What follows belongs to an exercise in optimizing a design on an open flow for small area and a short achievable clock period; a production flow would make more cautious choices. Where RTL was checked, it was by simulation tests only, not by an equivalence proof against the original. No driver is modelled on the clock port, so clocking that relies on it looks cheaper here than on a real chip.

==> inputs of run K <==
Design tdc_click_top, start of the top module:
module tdc_click_top #(
	parameter int WINDOW_CYCLES = 1000
) (
	input  logic        clk200_i,
	input  logic        gc_rst,
	input  logic        apb_psel_i,
	input  logic        apb_penable_i,
	input  logic        apb_pwrite_i,
	input  logic [7:0]  apb_paddr_i,
	input  logic [31:0] apb_pwdata_i,
	output logic [31:0] apb_prdata_o,
	output logic        apb_pready_o,
	output logic        apb_pslverr_o,
	input  logic        frame_i,
	input  logic        sdi_i,
	input  logic        pps_i,
	output logic        rec_valid_o,
	output logic [1:0]  rec_click_o,
	output logic [47:0] rec_gc_o,
	output logic [31:0] rec_tdc_o,
	output logic        count_valid_o
);
	localparam int CNT_W = $clog2(WINDOW_CYCLES / 8 + 2);
	logic        cfg_enable;
	logic        cfg_start;
	logic [2:0]  cfg_mode;
	logic [5:0]  cfg_index_bits;
	logic [5:0]  cfg_stop_bits;
	logic [13:0] cfg_tdc_shift;
	logic [31:0] cfg_gate0;
	logic [31:0] cfg_gate1;
	logic [CNT_W-1:0] cnt_total;
	logic [CNT_W-1:0] cnt_click0;
	logic [CNT_W-1:0] cnt_click1;
	logic             cnt_latched;
	logic        stop_valid;
	logic [31:0] word;
	logic [13:0] shift_next;
	logic        click_pulse;
	logic        in_gate0;
	logic        in_gate1;
	logic        gc_running;
	apb_cfg_regs #(
		.CNT_W (CNT_W)
	) i_apb_regs (
		.clk200_i       (clk200_i),
		.gc_rst         (gc_rst),
		.apb_psel_i     (apb_psel_i),
		.apb_penable_i  (apb_penable_i),
		.apb_pwrite_i   (apb_pwrite_i),
		.apb_paddr_i    (apb_paddr_i),
		.apb_pwdata_i   (apb_pwdata_i),
		.apb_prdata_o   (apb_prdata_o),
		.apb_pready_o   (apb_pready_o),
		.apb_pslverr_o  (apb_pslverr_o),
		.cfg_enable     (cfg_enable),
		.cfg_start      (cfg_start),
		.cfg_mode       (cfg_mode),
		.cfg_index_bits (cfg_index_bits),
		.cfg_stop_bits  (cfg_stop_bits),
		.cfg_tdc_shift  (cfg_tdc_shift),
		.shift_next     (shift_next),
  ...
make LEC_CHECK=0 ABC_CLOCK_PERIOD_IN_PS=2000 CAP_MARGIN=20 CORE_MARGIN=2 CORE_UTILIZATION=40 SETUP_SLACK_MARGIN=5 SLEW_MARGIN=20 finish   # period 10.0 ns
run.sh (not shown) runs the stock make flow with config.mk's settings and CLKGATE_MAP_FILE= SYNTH_SCRIPT=/design/flow/synth_recipe.tcl, a recipe that flattens the netlist after the stock synthesis.
==> inputs of run Z, as changes to run K <==
--- a/flow/design.v
+++ b/flow/design.v
@@ -14,15 +14,15 @@
 	output logic             apb_pslverr_o,
 	output logic             cfg_enable,
 	output logic             cfg_start,
 	output logic [2:0]       cfg_mode,
 	output logic [5:0]       cfg_index_bits,
 	output logic [5:0]       cfg_stop_bits,
 	output logic [13:0]      cfg_tdc_shift,
-	output logic [13:0]      shift_next,
+	output logic             shift_wr,
 	output logic [31:0]      cfg_gate0,
 	output logic [31:0]      cfg_gate1,
 	input  logic [CNT_W-1:0] cnt_total,
 	input  logic [CNT_W-1:0] cnt_click0,
 	input  logic [CNT_W-1:0] cnt_click1,
 	input  logic             cnt_latched
 );
@@ -66,15 +66,15 @@
 				REG_SHIFT: cfg_tdc_shift <= apb_pwdata_i[TIME_W-1:0];
 				REG_GATE0: cfg_gate0 <= apb_pwdata_i;
 				REG_GATE1: cfg_gate1 <= apb_pwdata_i;
 				default: ;
 			endcase
 		end
 	end
-	assign shift_next = (wr_en && apb_paddr_i == REG_SHIFT) ? apb_pwdata_i[TIME_W-1:0] : cfg_tdc_shift;
+	assign shift_wr = wr_en && (apb_paddr_i == REG_SHIFT);
 	always_comb begin
 		case (apb_paddr_i)
 			REG_CTRL:   apb_prdata_o = {23'd0, cnt_latched, 3'd0, cfg_mode, cfg_start, cfg_enable};
 			REG_FRAME:  apb_prdata_o = {16'd0, 2'd0, cfg_stop_bits, 2'd0, cfg_index_bits};
 			REG_SHIFT:  apb_prdata_o = {18'd0, cfg_tdc_shift};
 			REG_GATE0:  apb_prdata_o = cfg_gate0;
 			REG_GATE1:  apb_prdata_o = cfg_gate1;
@@ -91,14 +91,16 @@
 	input  logic        gc_rst,
 	input  logic        frame_i,
 	input  logic        sdi_i,
 	input  logic        cfg_enable,
 	input  logic [5:0]  cfg_index_bits,
 	input  logic [5:0]  cfg_stop_bits,
 	input  logic [13:0] shift_i,
+	input  logic [13:0] shift_wdata_i,
+	input  logic        shift_wr_i,
 	output logic        stop_valid_o,
 	output logic [31:0] word_o
 );
 	localparam int TDC_W = 32;
 	localparam int STRETCH_CYCLES = 4;
 	localparam logic [2:0] IDLE       = 3'd0;
 	localparam logic [2:0] WAIT_FRAME = 3'd1;
@@ -108,16 +110,26 @@
 	logic [2:0]       state;
 	logic [6:0]       bit_cnt;
 	logic             sdi_r;
 	logic             sdi_2r;
 	logic [TDC_W-1:0] shreg;
 	logic [TDC_W-1:0] shreg_next;
 	logic             last_bit;
+	logic [14:0]      sum_reg;
+	logic [14:0]      sum_wr;
+	logic [14:0]      sum_lo;
+	logic [TDC_W-1:14] up;
+	logic [TDC_W-1:14] up_inc;
 	assign shreg_next = {shreg[TDC_W-2:0], sdi_2r};
 	assign last_bit   = (state == SHIFT_STOP) && (bit_cnt == '0);
+	assign sum_reg    = {1'b0, shreg_next[13:0]} + {1'b0, shift_i};
+	assign sum_wr     = {1'b0, shreg_next[13:0]} + {1'b0, shift_wdata_i};
+	assign sum_lo     = shift_wr_i ? sum_wr : sum_reg;
+	assign up         = shreg_next[TDC_W-1:14];
+	assign up_inc     = up + 1'b1;
 	always_ff @(posedge clk200_i or posedge gc_rst) begin
 		if (gc_rst) begin
 			state        <= IDLE;
 			stop_valid_o <= 1'b0;
 		end else begin
 			stop_valid_o <= 1'b0;
 			case (state)
@@ -161,15 +173,15 @@
 	end
 	always_ff @(posedge clk200_i) begin
 		sdi_r  <= sdi_i;
 		sdi_2r <= sdi_r;
 		if (state == WAIT_FRAME)
 			shreg <= '0;
 		else if (last_bit)
-			shreg <= shreg_next + {18'd0, shift_i};
+			shreg <= {sum_lo[14] ? up_inc : up, sum_lo[13:0]};
 		else if (state == SHIFT_STOP)
 			shreg <= shreg_next;
 	end
 	assign word_o = shreg;
 endmodule
 `timescale 1ns/1ps
 module click_timestamp (
@@ -394,15 +406,15 @@
 	logic [31:0] cfg_gate1;
 	logic [CNT_W-1:0] cnt_total;
 	logic [CNT_W-1:0] cnt_click0;
 	logic [CNT_W-1:0] cnt_click1;
 	logic             cnt_latched;
 	logic        stop_valid;
 	logic [31:0] word;
-	logic [13:0] shift_next;
+	logic        shift_wr;
 	logic        click_pulse;
 	logic        in_gate0;
 	logic        in_gate1;
 	logic        gc_running;
 	apb_cfg_regs #(
 		.CNT_W (CNT_W)
 	) i_apb_regs (
@@ -418,15 +430,15 @@
 		.apb_pslverr_o  (apb_pslverr_o),
 		.cfg_enable     (cfg_enable),
 		.cfg_start      (cfg_start),
 		.cfg_mode       (cfg_mode),
 		.cfg_index_bits (cfg_index_bits),
 		.cfg_stop_bits  (cfg_stop_bits),
 		.cfg_tdc_shift  (cfg_tdc_shift),
-		.shift_next     (shift_next),
+		.shift_wr       (shift_wr),
 		.cfg_gate0      (cfg_gate0),
 		.cfg_gate1      (cfg_gate1),
 		.cnt_total      (cnt_total),
 		.cnt_click0     (cnt_click0),
 		.cnt_click1     (cnt_click1),
 		.cnt_latched    (cnt_latched)
 	);
@@ -434,15 +446,17 @@
 		.clk200_i       (clk200_i),
 		.gc_rst         (gc_rst),
 		.frame_i        (frame_i),
 		.sdi_i          (sdi_i),
 		.cfg_enable     (cfg_enable),
 		.cfg_index_bits (cfg_index_bits),
 		.cfg_stop_bits  (cfg_stop_bits),
-		.shift_i        (shift_next),
+		.shift_i        (cfg_tdc_shift),
+		.shift_wdata_i  (apb_pwdata_i[13:0]),
+		.shift_wr_i     (shift_wr),
 		.stop_valid_o   (stop_valid),
 		.word_o         (word)
 	);
 	click_timestamp i_timestamp (
 		.clk200_i      (clk200_i),
 		.gc_rst        (gc_rst),
 		.pps_i         (pps_i),
==> flow/flow/run.sh (new file) <==
#!/bin/bash
# layout flow: the standard flow with the smallest buffer on the ports and an
# area recovery step (flow/downsize.tcl) after clock tree synthesis
export BUFFER_PORTS_ARGS="-buffer_cell sky130_fd_sc_hd__buf_1"
export POST_CTS_TCL="$(pwd)/flow/downsize.tcl"
bash standard.sh > standard.log 2>&1
==> flow/flow/downsize.tcl (new file) <==
# area recovery after clock tree synthesis: give each logic cell the smallest
# drive strength of its kind that keeps the worst setup slack where it is;
# flip-flops, clock tree cells and tie/tap/fill cells are left alone
estimate_parasitics -placement
set ws0 [sta::worst_slack_cmd max]
set a0 [rsz::design_area]
set n 0
foreach inst [get_cells *] {
  set lc [get_property $inst ref_name]
  if {![regexp {^(sky130_fd_sc_hd__\w+?)_(\d+)$} $lc -> base sz]} continue
  if {[regexp {df|dl|clk|tap|fill|decap|conb|diode|lpflow|probe} $base]} continue
  set cands {}
  foreach s {0 1 2 4 6 8 12 16} {
    if {$s < $sz} {
      set c [get_lib_cells -quiet ${base}_$s]
      if {[llength $c]} { lappend cands $c }
    }
  }
  foreach c $cands {
    replace_cell $inst $c
    if {[sta::worst_slack_cmd max] >= $ws0 - 2e-12} {
      incr n
      break
    }
    replace_cell $inst [get_lib_cells $lc]
  }
}
puts "downsize: $n cells, worst slack [sta::worst_slack_cmd max] (was $ws0), area [rsz::design_area] (was $a0)"
==> flow/standard.sh (new file) <==
#!/bin/bash
# synth_recipe.tcl (not shown) runs the flow's synth.tcl, then flattens the netlist and writes it again
# the make line also repeats each setting of config.mk as NAME=value (left out here)
make -C /OpenROAD-flow-scripts/flow DESIGN_CONFIG=/design/flow/config.mk WORK_HOME=/design/flow/orfs CLKGATE_MAP_FILE= SYNTH_SCRIPT=/design/flow/synth_recipe.tcl "${@:-finish}"
- ABC_CLOCK_PERIOD_IN_PS: 2000 -> default
- CTS_BUF_LIST: default -> sky130_fd_sc_hd__clkbuf_8
- CTS_CLUSTER_DIAMETER: default -> 60
- CTS_CLUSTER_SIZE: default -> 16
- SETUP_SLACK_MARGIN: 5 -> 4.5
removed: flow/run.sh
==> inputs of run B, as changes to run K <==
--- a/flow/design.v
+++ b/flow/design.v
@@ -14,15 +14,14 @@
 	output logic             apb_pslverr_o,
 	output logic             cfg_enable,
 	output logic             cfg_start,
 	output logic [2:0]       cfg_mode,
 	output logic [5:0]       cfg_index_bits,
 	output logic [5:0]       cfg_stop_bits,
 	output logic [13:0]      cfg_tdc_shift,
-	output logic [13:0]      shift_next,
 	output logic [31:0]      cfg_gate0,
 	output logic [31:0]      cfg_gate1,
 	input  logic [CNT_W-1:0] cnt_total,
 	input  logic [CNT_W-1:0] cnt_click0,
 	input  logic [CNT_W-1:0] cnt_click1,
 	input  logic             cnt_latched
 );
@@ -66,15 +65,14 @@
 				REG_SHIFT: cfg_tdc_shift <= apb_pwdata_i[TIME_W-1:0];
 				REG_GATE0: cfg_gate0 <= apb_pwdata_i;
 				REG_GATE1: cfg_gate1 <= apb_pwdata_i;
 				default: ;
 			endcase
 		end
 	end
-	assign shift_next = (wr_en && apb_paddr_i == REG_SHIFT) ? apb_pwdata_i[TIME_W-1:0] : cfg_tdc_shift;
 	always_comb begin
 		case (apb_paddr_i)
 			REG_CTRL:   apb_prdata_o = {23'd0, cnt_latched, 3'd0, cfg_mode, cfg_start, cfg_enable};
 			REG_FRAME:  apb_prdata_o = {16'd0, 2'd0, cfg_stop_bits, 2'd0, cfg_index_bits};
 			REG_SHIFT:  apb_prdata_o = {18'd0, cfg_tdc_shift};
 			REG_GATE0:  apb_prdata_o = cfg_gate0;
 			REG_GATE1:  apb_prdata_o = cfg_gate1;
@@ -90,15 +88,15 @@
 	input  logic        clk200_i,
 	input  logic        gc_rst,
 	input  logic        frame_i,
 	input  logic        sdi_i,
 	input  logic        cfg_enable,
 	input  logic [5:0]  cfg_index_bits,
 	input  logic [5:0]  cfg_stop_bits,
-	input  logic [13:0] shift_i,
+	input  logic [31:0] sum_i,
 	output logic        stop_valid_o,
 	output logic [31:0] word_o
 );
 	localparam int TDC_W = 32;
 	localparam int STRETCH_CYCLES = 4;
 	localparam logic [2:0] IDLE       = 3'd0;
 	localparam logic [2:0] WAIT_FRAME = 3'd1;
@@ -106,18 +104,14 @@
 	localparam logic [2:0] SHIFT_STOP = 3'd3;
 	localparam logic [2:0] HOLD       = 3'd4;
 	logic [2:0]       state;
 	logic [6:0]       bit_cnt;
 	logic             sdi_r;
 	logic             sdi_2r;
 	logic [TDC_W-1:0] shreg;
-	logic [TDC_W-1:0] shreg_next;
-	logic             last_bit;
-	assign shreg_next = {shreg[TDC_W-2:0], sdi_2r};
-	assign last_bit   = (state == SHIFT_STOP) && (bit_cnt == '0);
 	always_ff @(posedge clk200_i or posedge gc_rst) begin
 		if (gc_rst) begin
 			state        <= IDLE;
 			stop_valid_o <= 1'b0;
 		end else begin
 			stop_valid_o <= 1'b0;
 			case (state)
@@ -160,32 +154,34 @@
 			bit_cnt <= bit_cnt - 7'd1;
 	end
 	always_ff @(posedge clk200_i) begin
 		sdi_r  <= sdi_i;
 		sdi_2r <= sdi_r;
 		if (state == WAIT_FRAME)
 			shreg <= '0;
-		else if (last_bit)
-			shreg <= shreg_next + {18'd0, shift_i};
 		else if (state == SHIFT_STOP)
-			shreg <= shreg_next;
+			shreg <= {shreg[TDC_W-2:0], sdi_2r};
+		else if (stop_valid_o)
+			shreg <= sum_i;
 	end
 	assign word_o = shreg;
 endmodule
 `timescale 1ns/1ps
 module click_timestamp (
 	input  logic        clk200_i,
 	input  logic        gc_rst,
 	input  logic        pps_i,
 	input  logic        cfg_start,
 	input  logic [2:0]  cfg_mode,
+	input  logic [13:0] cfg_tdc_shift,
 	input  logic [31:0] cfg_gate0,
 	input  logic [31:0] cfg_gate1,
 	input  logic        stop_valid_i,
 	input  logic [31:0] word_i,
+	output logic [31:0] sum_o,
 	output logic        click_pulse_o,
 	output logic        in_gate0_o,
 	output logic        in_gate1_o,
 	output logic        gc_running_o,
 	output logic        rec_valid_o,
 	output logic [1:0]  rec_click_o,
 	output logic [47:0] rec_gc_o,
@@ -204,46 +200,35 @@
 	localparam logic [1:0] RUN        = 2'd3;
 	logic [1:0]        state;
 	logic              pps_r;
 	logic [GC_W-1:0]   gcm;
 	logic [TIME_W-1:0] fine;
 	logic [4:0]        k625;
 	logic [9:0]        gate_mod;
-	logic [TIME_W-1:0] k_off;
-	logic [TIME_W-1:0] fine_off;
 	logic [3:0]        bucket;
 	logic [3:0]        bucket_r;
 	logic              hit_g0;
 	logic              hit_g1;
 	logic              phase_hi;
 	logic              phase_zero;
 	logic              stop_run;
 	logic              rec_take;
 	logic [1:0]        rec_code;
 	logic [2:0]        slot_lo;
 	logic              stamp_cy;
-	assign fine = word_i[TIME_W-1:0];
-	always_comb begin
-		k625  = '0;
-		k_off = '0;
-		for (int i = 1; i <= 26; i++) begin
-			if (fine >= 14'(GATE_PERIOD * i)) begin
-				k625  = 5'(i);
-				k_off = 14'(GATE_PERIOD * i);
-			end
-		end
-	end
-	assign fine_off = fine - k_off;
-	assign gate_mod = fine_off[9:0];
+	assign sum_o = word_i + 32'(cfg_tdc_shift);
+	assign fine  = sum_o[TIME_W-1:0];
+	assign k625     = 5'(fine / 14'd625);
+	assign gate_mod = 10'(fine - 14'(k625) * 14'd625);
 	assign phase_hi = k625[0];
 	assign bucket   = (k625[4:1] >= 4'd8) ? 4'd9 : k625[4:1] + 4'd1;
 	function automatic logic gate_hit(input logic [9:0] t, input logic [31:0] g);
-		logic [10:0] hi;
-		hi = {1'b0, g[9:0]} + {3'd0, g[31:24]};
-		gate_hit = (g[23:10] == '0) && (t >= g[9:0]) && ({1'b0, t} < hi);
+		logic [10:0] d;
+		d = {1'b0, t} - {1'b0, g[9:0]};
+		gate_hit = (g[23:10] == '0) && !d[10] && (d[9:8] == 2'd0) && (d[7:0] < g[31:24]);
 	endfunction
 	assign hit_g0     = gate_hit(gate_mod, cfg_gate0);
 	assign hit_g1     = gate_hit(gate_mod, cfg_gate1);
 	assign phase_zero = (gate_mod == '0) && !phase_hi;
 	assign stop_run     = stop_valid_i && (state == RUN);
 	assign gc_running_o = state == RUN;
 	always_comb begin
@@ -394,15 +379,15 @@
 	logic [31:0] cfg_gate1;
 	logic [CNT_W-1:0] cnt_total;
 	logic [CNT_W-1:0] cnt_click0;
 	logic [CNT_W-1:0] cnt_click1;
 	logic             cnt_latched;
 	logic        stop_valid;
 	logic [31:0] word;
-	logic [13:0] shift_next;
+	logic [31:0] sum;
 	logic        click_pulse;
 	logic        in_gate0;
 	logic        in_gate1;
 	logic        gc_running;
 	apb_cfg_regs #(
 		.CNT_W (CNT_W)
 	) i_apb_regs (
@@ -418,15 +403,14 @@
 		.apb_pslverr_o  (apb_pslverr_o),
 		.cfg_enable     (cfg_enable),
 		.cfg_start      (cfg_start),
 		.cfg_mode       (cfg_mode),
 		.cfg_index_bits (cfg_index_bits),
 		.cfg_stop_bits  (cfg_stop_bits),
 		.cfg_tdc_shift  (cfg_tdc_shift),
-		.shift_next     (shift_next),
 		.cfg_gate0      (cfg_gate0),
 		.cfg_gate1      (cfg_gate1),
 		.cnt_total      (cnt_total),
 		.cnt_click0     (cnt_click0),
 		.cnt_click1     (cnt_click1),
 		.cnt_latched    (cnt_latched)
 	);
@@ -434,28 +418,30 @@
 		.clk200_i       (clk200_i),
 		.gc_rst         (gc_rst),
 		.frame_i        (frame_i),
 		.sdi_i          (sdi_i),
 		.cfg_enable     (cfg_enable),
 		.cfg_index_bits (cfg_index_bits),
 		.cfg_stop_bits  (cfg_stop_bits),
-		.shift_i        (shift_next),
+		.sum_i          (sum),
 		.stop_valid_o   (stop_valid),
 		.word_o         (word)
 	);
 	click_timestamp i_timestamp (
 		.clk200_i      (clk200_i),
 		.gc_rst        (gc_rst),
 		.pps_i         (pps_i),
 		.cfg_start     (cfg_start),
 		.cfg_mode      (cfg_mode),
+		.cfg_tdc_shift (cfg_tdc_shift),
 		.cfg_gate0     (cfg_gate0),
 		.cfg_gate1     (cfg_gate1),
 		.stop_valid_i  (stop_valid),
 		.word_i        (word),
+		.sum_o         (sum),
 		.click_pulse_o (click_pulse),
 		.in_gate0_o    (in_gate0),
 		.in_gate1_o    (in_gate1),
 		.gc_running_o  (gc_running),
 		.rec_valid_o   (rec_valid_o),
 		.rec_click_o   (rec_click_o),
 		.rec_gc_o      (rec_gc_o),
- ABC_CLOCK_PERIOD_IN_PS: 2000 -> default
- SETUP_SLACK_MARGIN: 5 -> default
==> inputs of run A, as changes to run K <==
--- a/flow/design.v
+++ b/flow/design.v
@@ -14,15 +14,15 @@
 	output logic             apb_pslverr_o,
 	output logic             cfg_enable,
 	output logic             cfg_start,
 	output logic [2:0]       cfg_mode,
 	output logic [5:0]       cfg_index_bits,
 	output logic [5:0]       cfg_stop_bits,
 	output logic [13:0]      cfg_tdc_shift,
-	output logic [13:0]      shift_next,
+	output logic             shift_wr,
 	output logic [31:0]      cfg_gate0,
 	output logic [31:0]      cfg_gate1,
 	input  logic [CNT_W-1:0] cnt_total,
 	input  logic [CNT_W-1:0] cnt_click0,
 	input  logic [CNT_W-1:0] cnt_click1,
 	input  logic             cnt_latched
 );
@@ -66,15 +66,15 @@
 				REG_SHIFT: cfg_tdc_shift <= apb_pwdata_i[TIME_W-1:0];
 				REG_GATE0: cfg_gate0 <= apb_pwdata_i;
 				REG_GATE1: cfg_gate1 <= apb_pwdata_i;
 				default: ;
 			endcase
 		end
 	end
-	assign shift_next = (wr_en && apb_paddr_i == REG_SHIFT) ? apb_pwdata_i[TIME_W-1:0] : cfg_tdc_shift;
+	assign shift_wr = wr_en && (apb_paddr_i == REG_SHIFT);
 	always_comb begin
 		case (apb_paddr_i)
 			REG_CTRL:   apb_prdata_o = {23'd0, cnt_latched, 3'd0, cfg_mode, cfg_start, cfg_enable};
 			REG_FRAME:  apb_prdata_o = {16'd0, 2'd0, cfg_stop_bits, 2'd0, cfg_index_bits};
 			REG_SHIFT:  apb_prdata_o = {18'd0, cfg_tdc_shift};
 			REG_GATE0:  apb_prdata_o = cfg_gate0;
 			REG_GATE1:  apb_prdata_o = cfg_gate1;
@@ -91,14 +91,16 @@
 	input  logic        gc_rst,
 	input  logic        frame_i,
 	input  logic        sdi_i,
 	input  logic        cfg_enable,
 	input  logic [5:0]  cfg_index_bits,
 	input  logic [5:0]  cfg_stop_bits,
 	input  logic [13:0] shift_i,
+	input  logic [13:0] shift_wdata_i,
+	input  logic        shift_wr_i,
 	output logic        stop_valid_o,
 	output logic [31:0] word_o
 );
 	localparam int TDC_W = 32;
 	localparam int STRETCH_CYCLES = 4;
 	localparam logic [2:0] IDLE       = 3'd0;
 	localparam logic [2:0] WAIT_FRAME = 3'd1;
@@ -108,16 +110,20 @@
 	logic [2:0]       state;
 	logic [6:0]       bit_cnt;
 	logic             sdi_r;
 	logic             sdi_2r;
 	logic [TDC_W-1:0] shreg;
 	logic [TDC_W-1:0] shreg_next;
 	logic             last_bit;
+	logic [TDC_W-1:0] sum_reg;
+	logic [TDC_W-1:0] sum_wr;
 	assign shreg_next = {shreg[TDC_W-2:0], sdi_2r};
 	assign last_bit   = (state == SHIFT_STOP) && (bit_cnt == '0);
+	assign sum_reg    = shreg_next + {18'd0, shift_i};
+	assign sum_wr     = shreg_next + {18'd0, shift_wdata_i};
 	always_ff @(posedge clk200_i or posedge gc_rst) begin
 		if (gc_rst) begin
 			state        <= IDLE;
 			stop_valid_o <= 1'b0;
 		end else begin
 			stop_valid_o <= 1'b0;
 			case (state)
@@ -161,15 +167,15 @@
 	end
 	always_ff @(posedge clk200_i) begin
 		sdi_r  <= sdi_i;
 		sdi_2r <= sdi_r;
 		if (state == WAIT_FRAME)
 			shreg <= '0;
 		else if (last_bit)
-			shreg <= shreg_next + {18'd0, shift_i};
+			shreg <= shift_wr_i ? sum_wr : sum_reg;
 		else if (state == SHIFT_STOP)
 			shreg <= shreg_next;
 	end
 	assign word_o = shreg;
 endmodule
 `timescale 1ns/1ps
 module click_timestamp (
@@ -394,15 +400,15 @@
 	logic [31:0] cfg_gate1;
 	logic [CNT_W-1:0] cnt_total;
 	logic [CNT_W-1:0] cnt_click0;
 	logic [CNT_W-1:0] cnt_click1;
 	logic             cnt_latched;
 	logic        stop_valid;
 	logic [31:0] word;
-	logic [13:0] shift_next;
+	logic        shift_wr;
 	logic        click_pulse;
 	logic        in_gate0;
 	logic        in_gate1;
 	logic        gc_running;
 	apb_cfg_regs #(
 		.CNT_W (CNT_W)
 	) i_apb_regs (
@@ -418,15 +424,15 @@
 		.apb_pslverr_o  (apb_pslverr_o),
 		.cfg_enable     (cfg_enable),
 		.cfg_start      (cfg_start),
 		.cfg_mode       (cfg_mode),
 		.cfg_index_bits (cfg_index_bits),
 		.cfg_stop_bits  (cfg_stop_bits),
 		.cfg_tdc_shift  (cfg_tdc_shift),
-		.shift_next     (shift_next),
+		.shift_wr       (shift_wr),
 		.cfg_gate0      (cfg_gate0),
 		.cfg_gate1      (cfg_gate1),
 		.cnt_total      (cnt_total),
 		.cnt_click0     (cnt_click0),
 		.cnt_click1     (cnt_click1),
 		.cnt_latched    (cnt_latched)
 	);
@@ -434,15 +440,17 @@
 		.clk200_i       (clk200_i),
 		.gc_rst         (gc_rst),
 		.frame_i        (frame_i),
 		.sdi_i          (sdi_i),
 		.cfg_enable     (cfg_enable),
 		.cfg_index_bits (cfg_index_bits),
 		.cfg_stop_bits  (cfg_stop_bits),
-		.shift_i        (shift_next),
+		.shift_i        (cfg_tdc_shift),
+		.shift_wdata_i  (apb_pwdata_i[13:0]),
+		.shift_wr_i     (shift_wr),
 		.stop_valid_o   (stop_valid),
 		.word_o         (word)
 	);
 	click_timestamp i_timestamp (
 		.clk200_i      (clk200_i),
 		.gc_rst        (gc_rst),
 		.pps_i         (pps_i),
==> flow/flow/run.sh (new file) <==
#!/bin/bash
# layout flow: the standard flow with the smallest buffer on the ports and an
# area recovery step (flow/downsize.tcl) after clock tree synthesis and after
# global routing
export BUFFER_PORTS_ARGS="-buffer_cell sky130_fd_sc_hd__buf_1"
export POST_CTS_TCL="$(pwd)/flow/post_cts.tcl"
export POST_GLOBAL_ROUTE_TCL="$(pwd)/flow/post_grt.tcl"
bash standard.sh > standard.log 2>&1
==> flow/flow/downsize.tcl (new file) <==
# area recovery: give each logic cell the smallest drive strength of its kind
# that keeps every path within ::downsize_guard of the worst slack (and the
# worst slack itself) from getting slower, and keeps slew and load within 10%
# of their limits; flip-flops, clock tree cells and tie/tap/fill cells are
# left alone
estimate_parasitics $::downsize_parasitics
set ::ds_ts [expr {min(0.1, [sta::max_slew_check_slack_limit])}]
set ::ds_tc [expr {min(0.1, [sta::max_capacitance_check_slack_limit])}]
proc downsize_limits_ok {} {
  set s [sta::max_slew_check_slack_limit]
  set c [sta::max_capacitance_check_slack_limit]
  return [expr {$s >= $::ds_ts && $c >= $::ds_tc}]
}
set ws0 [sta::worst_slack_cmd max]
set a0 [rsz::design_area]
# paths with less slack than this count as critical while cells are swapped
set_clock_uncertainty -setup [expr {$ws0 + $::downsize_guard}] [all_clocks]
set tns [sta::total_negative_slack_cmd max]
set wsu [sta::worst_slack_cmd max]
set n 0
foreach inst [get_cells *] {
  set lc [get_property $inst ref_name]
  if {![regexp {^(sky130_fd_sc_hd__\w+?)_(\d+)$} $lc -> base sz]} continue
  if {[regexp {df|dl|clk|tap|fill|decap|conb|diode|lpflow|probe} $base]} continue
  set cands {}
  foreach s {0 1 2 4 6 8 12 16} {
    if {$s < $sz} {
      set c [get_lib_cells -quiet ${base}_$s]
      if {[llength $c]} { lappend cands $c }
    }
  }
  foreach c $cands {
    replace_cell $inst $c
    estimate_parasitics $::downsize_parasitics
    set t [sta::total_negative_slack_cmd max]
    if {$t >= $tns - 1e-13 && [sta::worst_slack_cmd max] >= $wsu - 1e-13 && [downsize_limits_ok]} {
      set tns $t
      incr n
      break
    }
    replace_cell $inst [get_lib_cells $lc]
    estimate_parasitics $::downsize_parasitics
  }
}
set_clock_uncertainty -setup 0 [all_clocks]
puts "downsize: $n cells, worst slack [sta::worst_slack_cmd max] (was $ws0), area [rsz::design_area] (was $a0)"
==> flow/flow/post_cts.tcl (new file) <==
# after clock tree synthesis and its timing repair
set ::downsize_parasitics -placement
set ::downsize_guard 0.3e-9
source [file join [file dirname [info script]] downsize.tcl]
==> flow/flow/post_grt.tcl (new file) <==
# after global routing and its timing repair: recover area again, reroute the
# nets whose cells changed and write the guides again for detailed routing
set ::downsize_parasitics -global_routing
set ::downsize_guard 0.3e-9
global_route -start_incremental
source [file join [file dirname [info script]] downsize.tcl]
global_route -end_incremental
estimate_parasitics -global_routing
write_guides $::env(RESULTS_DIR)/route.guide
==> flow/standard.sh (new file) <==
#!/bin/bash
# synth_recipe.tcl (not shown) runs the flow's synth.tcl, then flattens the netlist and writes it again
# the make line also repeats each setting of config.mk as NAME=value (left out here)
make -C /OpenROAD-flow-scripts/flow DESIGN_CONFIG=/design/flow/config.mk WORK_HOME=/design/flow/orfs CLKGATE_MAP_FILE= SYNTH_SCRIPT=/design/flow/synth_recipe.tcl "${@:-finish}"
- ABC_CLOCK_PERIOD_IN_PS: 2000 -> default
- CORE_UTILIZATION: 40 -> 30
- CTS_BUF_LIST: default -> sky130_fd_sc_hd__clkbuf_8
- CTS_CLUSTER_DIAMETER: default -> 60
- CTS_CLUSTER_SIZE: default -> 16
- SETUP_SLACK_MARGIN: 5 -> 4.5
- TNS_END_PERCENT: default -> 20
removed: flow/run.sh
==> results_dict.tcl <==
set metrics [dict create \
    status "complete, no violations" \
    drtIter0Drc 838 \
    placed_cells 2384 \
    taps 525 \
    pg_comb_mw 0.272 \
    synth_xor_area_share_pct 9.33 \
    crit_end "apb_prdata_o[1]" \
    setup_tns_ns 0 \
    crit_path_start_kind "primary input" \
    utilization_pct 47.8 \
]
-- figures above: run Z

==> results_dict.tcl <==
set metrics [dict create \
    status "complete, no violations" \
    drtIter0Drc 1064 \
    setup_tns_ns 0 \
    utilization_pct 54.3 \
    placed_cells 2389 \
    crit_end "apb_prdata_o[7]" \
    taps 518 \
]
-- figures above: run K

==> results_dict.tcl <==
set metrics [dict create \
    utilization_pct 51.3 \
    so.violations "setup timing" \
    setup_slack_ns -0.0610 \
    crit_path_start_kind "flop" \
    setup_tns_ns -0.0610 \
    taps 532 \
    pg_comb_mw 0.297 \
    placed_cells 2549 \
    status "finished with violations" \
    drtIter0Drc 739 \
    setup_viol_count_final 1 \
    synth_xor_area_share_pct 8.74 \
]
-- figures above: run B

==> results_dict.tcl <==
set metrics [dict create \
    crit_path_start_kind "primary input" \
    crit_family "simple AND/OR/NAND/NOR gates" \
    final_cells 2691 \
    taps 688 \
    finalCritPeriodShare_pct 55.6 \
    status "complete, no violations" \
    drtIter0Drc 1140 \
    setup_viol_count_final 0 \
    pg_comb_mw 0.554 \
    setup_tns_ns 0 \
    nMultiInputCombCells 1412 \
    crit_end "apb_prdata_o[0]" \
    clk-power_mw 0.750 \
]
-- figures above: run A

The RTL of run Z was laid out without a check of its function.

[static timing again, ports no longer ideal]
The results above use ideal ports. As a check the final layouts listed here were re-extracted and re-timed, cells and wires unchanged. Step 1 sets driving cells, clkbuf_16 on the clock port and buf_2 on the other inputs (assumed; they add their load-dependent delay and slew). Step 2 adds t to the input delays and takes it off the output delays; t is the mean of the earliest and latest rising clock arrival at the registers after step 1. Input paths then give back, and output paths get back, about the clock's delay inside the block. Three values: ideal ports, drivers, drivers and shift; two values: the first two.
run	t (ns)	slack for setup (ns)	worst setup path at the end
run K	0.631	4.464 / 4.410 / 4.087	input to register
run Z	0.683	4.111 / 4.086 / 3.703	input to register
run B	0.630	-0.061 / -0.061 / -0.061	register to register
run A	0.684	4.442 / 4.413 / 3.871	input to register
The setup slack of run A, which loses most, moves by -0.029 ns with the drivers and by -0.571 ns with both steps.
